This is an optimization exercise on Yosys and OpenROAD, whose aim is small area, a short achievable clock period and few clock cycles per item, not a production implementation.
In this exercise RTL edits were held to simulation tests only and were not proved equivalent to the original.
Power figures rest on the tool's default switching activity, not on a simulated workload.

== red ==
## rsa_modexp
module rsa_modexp (
    input  logic        clk,
    input  logic        rst_n,
    input  logic        start,
    input  logic        mode,
    input  logic [63:0] msg,
    input  logic [63:0] exp,
    input  logic [63:0] modulus,
    output logic [63:0] result,
    output logic        busy,
    output logic        done
);
For scale: roughly 4100 cells after synthesis, roughly 260 I/O pins, roughly 40000 um^2 of cells after synthesis.
make LEC_CHECK=0 CAP_MARGIN=20 CORE_MARGIN=2 CORE_UTILIZATION=55 SETUP_SLACK_MARGIN=4.5 SLEW_MARGIN=20 TNS_END_PERCENT=10 finish   # period 8.0 ns
run.sh (not shown) runs the stock make flow with config.mk's settings and CLKGATE_MAP_FILE= SYNTH_SCRIPT=/design/flow/synth_recipe.tcl, a recipe that flattens the netlist after the stock synthesis.
Testbench counts of red, summed over its fixed seeds: cycles 233,850, ops 192.
### red -> blue
diff --git a/flow/design.v b/flow/design.v
--- a/flow/design.v
+++ b/flow/design.v
@@ -115,32 +115,48 @@
     assign l4_cs = {l4_c[WT-2:0], 1'b0};
     logic [WA-1:0] s_nx, k_nx;
     logic          cl_nx;
     assign s_nx  = l4_s[WT-1:4];
     assign k_nx  = l4_cs[WT-1:4];
     assign cl_nx = |{l4_s[3:0], l4_cs[3:0]};
     logic         c_neg;
     logic         add_inv, add_use_n;
     logic [W-1:0] add_a, add_b, add_s;
     logic         add_ci;
-    logic [W:0]   add_w;
     logic n_idle, n_init, n_r2, n_r2fix, n_mul, n_cpa, n_fix1, n_fsub, n_ffix, n_done;
     logic c_neg_n;
     assign c_neg = c_q[W-1];
     logic sa_s, sa_n2, sa_c2, sa_c, sb_k, sb_n, sb_nn;
     assign add_a  = ({W{sa_s}}  & s_q[W-1:0]) | ({W{sa_n2}} & {1'b0, n_q, 1'b0})
                   | ({W{sa_c2}} & {c_q[W-2:0], 1'b0}) | ({W{sa_c}} & c_q);
     assign add_b  = ({W{sb_k}}  & k_q[W-1:0]) | ({W{sb_n}} & {2'b00, n_q})
                   | ({W{sb_nn}} & ~{2'b00, n_q});
     assign add_ci = (sa_s & cl_q) | add_inv;
-    assign add_w = {add_a, 1'b1} + {add_b, add_ci};
-    assign add_s = add_w[W:1];
+    localparam int KL = 7;                  
+    logic [KL:0][W:0] kg, kp;
+    assign kg[0] = {add_a & add_b, add_ci};
+    assign kp[0] = {add_a ^ add_b, 1'b0};
+    genvar kl, kb;
+    generate
+        for (kl = 0; kl < KL; kl++) begin : g_ks
+            for (kb = 0; kb <= W; kb++) begin : g_kb
+                if (kb >= (1 << kl)) begin : g_op
+                    assign kg[kl+1][kb] = kg[kl][kb] | (kp[kl][kb] & kg[kl][kb - (1 << kl)]);
+                    assign kp[kl+1][kb] = kp[kl][kb] & kp[kl][kb - (1 << kl)];
+                end else begin : g_pass
+                    assign kg[kl+1][kb] = kg[kl][kb];
+                    assign kp[kl+1][kb] = kp[kl][kb];
+                end
+            end
+        end
+    endgenerate
+    assign add_s = kp[0][W:1] ^ kg[KL][W-1:0];
     logic exp0;       
     logic dr;         
     logic cv_done;    
     assign dr      = n_q[63];
     assign cv_done = (s_cpa && o_conv) || (s_r2fix && dr);
     logic mul_last;
     logic load_d;     
     logic o_conv_n, o_sq_n, o_mul_n, o_fc_n, o_m1_n;
     logic [XB-1:0] xb_n;
     assign exp0     = !mode_q && !e_q[63];
--- outcome ---
- The smallest hold slack reported for blue is smaller than that of red by 0.010 ns.
- Summary of blue over red: detailed route wirelength on metal2 shrank by 5.3%; number of iterations in the first detailed-routing pass grew by 3; power per standard cell area grew by 4.1%.
- Of blue and red, red shows the higher layout net count, with blue below it.
- Delta(synthesized area, blue - red) < 0
- Summary: with red as the reference, fill cell total of the finished layout in blue moved down by a few percent.
- Setup slack: blue less than red
Testbench counts of blue, summed over its fixed seeds: cycles 233,850, ops 192.

--- another note on this design; it stands on its own ---

==> flow/design.v (excerpt) <==
module rsa_modexp (
    input  logic        clk,
    input  logic        rst_n,
    input  logic        start,
    input  logic        mode,
    input  logic [63:0] msg,
    input  logic [63:0] exp,
    input  logic [63:0] modulus,
    output logic [63:0] result,
    output logic        busy,
    output logic        done
);
==> flow/config.mk <==
export PLATFORM = sky130hd
export DESIGN_NAME = rsa_modexp
export DESIGN_NICKNAME = rsa_modexp
export VERILOG_FILES = /design/flow/design.v
export SDC_FILE = /design/flow/constraint.sdc
export NUM_CORES = 4
export LEC_CHECK = 0
export ABC_AREA = 1
export CAP_MARGIN = 20
export CORE_MARGIN = 2
export CORE_UTILIZATION = 45
export SETUP_SLACK_MARGIN = 4.2
export SLEW_MARGIN = 20
export TNS_END_PERCENT = 5
==> flow/constraint.sdc <==
create_clock -name core_clock -period 8.0 [get_ports {clk}]
set_input_delay 1.6000 -clock core_clock [delete_from_list [all_inputs] [get_ports {clk}]]
set_output_delay 1.6000 -clock core_clock [all_outputs]
set_load 0.01 [all_outputs]
run.sh (not shown) runs the stock make flow with config.mk's settings and CLKGATE_MAP_FILE= SYNTH_SCRIPT=/design/flow/synth_recipe.tcl, a recipe that flattens the netlist after the stock synthesis.
Testbench counts at the start, summed over its fixed seeds: cycles 233,850, ops 192.
Then changed:
ABC_AREA = default   (was 1)
CORE_UTILIZATION = 40   (was 45)
SETUP_SLACK_MARGIN = 5   (was 4.2)
Effect:
- The changed run completed with no timing, DRC or antenna violations
- area after synthesis climbs by 1.8%
- final cell count is lower by 9.4%
- clock-buffer cell count rose by 7
Then changed:
ABC_AREA = 1   (was default)
CORE_UTILIZATION = 55   (was 40)
CTS_CLUSTER_DIAMETER = 80   (was default)
CTS_CLUSTER_SIZE = 30   (was default)
SETUP_SLACK_MARGIN = 4.5   (was 5)
TNS_END_PERCENT = 10   (was 5)
=>
- The new run completed without violations
- design area is higher by 1.1%
- hold slack gets worse by 4.1 ps
- cell count is higher by 7.6%
- synthesized area is lower by 1.7%
- sequential share of layout area is lower by 0.30 points
- routed wire length is higher by 4.1%
- setup slack gets worse by 25 ps
- global-route usage is higher by 13 points
- critical path depth is unchanged
- utilization is higher by 20 points
Then changed:
CORE_UTILIZATION = 50   (was 55)
CTS_CLUSTER_DIAMETER = default   (was 80)
CTS_CLUSTER_SIZE = default   (was 30)
SETUP_SLACK_MARGIN = 4.2   (was 4.5)
The new run ran to the end with no violations.
First-iteration DRC count fell by a few percent.
Clock skew is about the same.
Count of clock-buffer cells in the layout came out higher by 44.
Via count came out lower by a few percent.


rsa_modexp again, from the RTL that the note above started with.
export LEC_CHECK = 0
export CAP_MARGIN = 20
export CORE_MARGIN = 2
export CORE_UTILIZATION = 40
export SETUP_SLACK_MARGIN = 4.5
export SLEW_MARGIN = 20
export TNS_END_PERCENT = 10
create_clock -name core_clock -period 8.0 [get_ports {clk}]
Testbench counts at the start, summed over its fixed seeds: cycles 233,850, ops 192.
Change:
Settings changed: ABC_AREA from default to 1, CORE_UTILIZATION 40 to 50, SETUP_SLACK_MARGIN 4.5 to 4.0.
The changed run passed the timing, DRC and antenna checks.
Clock-buffer cell count goes down by 5.
Setup slack improved by 0.20 ns.
Design area fell by 2.8%.
Die area shrinks by 21%.
Worst hold slack loses 0.0073 ns.
Power is higher by 1.9%.
Global-route usage rises by 8.8 points.
Change:
Settings changed: CORE_UTILIZATION 50 to 55, SETUP_SLACK_MARGIN 4.0 to 4.5.
After rerunning:
- utilization grows by 7.8 points
- fmax went down by 1.8%
- sequential power hardly moves
- die area fell by 9.0%
- worst hold slack got worse by 0.0048 ns
- flip-flop and latch count does not change
- global-route usage came out higher by 4.3 points
- total power came out higher by 0.47%
- sequential share of layout area decreases by 0.66 points

==> re-timing with driven ports <==
How much do the figures lean on ideal ports? The routed layouts below were timed once more, with nothing changed but the port constraints.
Step 1: set_driving_cell puts a clkbuf_16 on clk and a buf_2 on each other input, an assumption about the parent block.
Step 2, shift: input delay + t, output delay - t, t = (earliest + latest rising clock arrival at the registers) / 2. This alone moves slack from input paths to output paths.
Slacks: ideal / step 1 / step 2; pairs: ideal / step 1.
| run | shift t [ns] | setup WS [ns] | worst hold slack (ns) | latest minus earliest clock arrival (ns) | worst slew at a driven data input, ns |
|---|---|---|---|---|---|
| red | 0.728 | 3.690 / 3.690 / 3.690 | 0.475 / 0.475 / 0.475 | 0.035 / 0.035 | 0.10 |
| blue | 0.726 | 3.439 / 3.439 / 3.439 | 0.465 / 0.465 / 0.465 | 0.034 / 0.034 | 0.08 |
| the first run of note 2 | 0.706 | 3.744 / 3.744 / 3.744 | 0.464 / 0.464 / 0.464 | 0.028 / 0.028 | 0.07 |
| the second run of note 2 | 0.707 | 3.626 / 3.626 / 3.626 | 0.478 / 0.478 / 0.478 | 0.033 / 0.034 | 0.10 |
| the third run of note 2 | 0.678 | 3.601 / 3.601 / 3.601 | 0.474 / 0.474 / 0.474 | 0.038 / 0.038 | 0.09 |
| the fourth run of note 2 | 0.702 | 3.775 / 3.775 / 3.775 | 0.453 / 0.453 / 0.453 | 0.036 / 0.035 | 0.09 |
| the first run of note 3 | 0.699 | 3.618 / 3.618 / 3.618 | 0.475 / 0.475 / 0.475 | 0.046 / 0.046 | 0.10 |
| the second run of note 3 | 0.688 | 3.818 / 3.818 / 3.818 | 0.468 / 0.468 / 0.468 | 0.035 / 0.035 | 0.09 |
| the third run of note 3 | 0.716 | 3.740 / 3.740 / 3.740 | 0.463 / 0.463 / 0.463 | 0.026 / 0.025 | 0.09 |
After both steps every run listed still meets setup and hold.
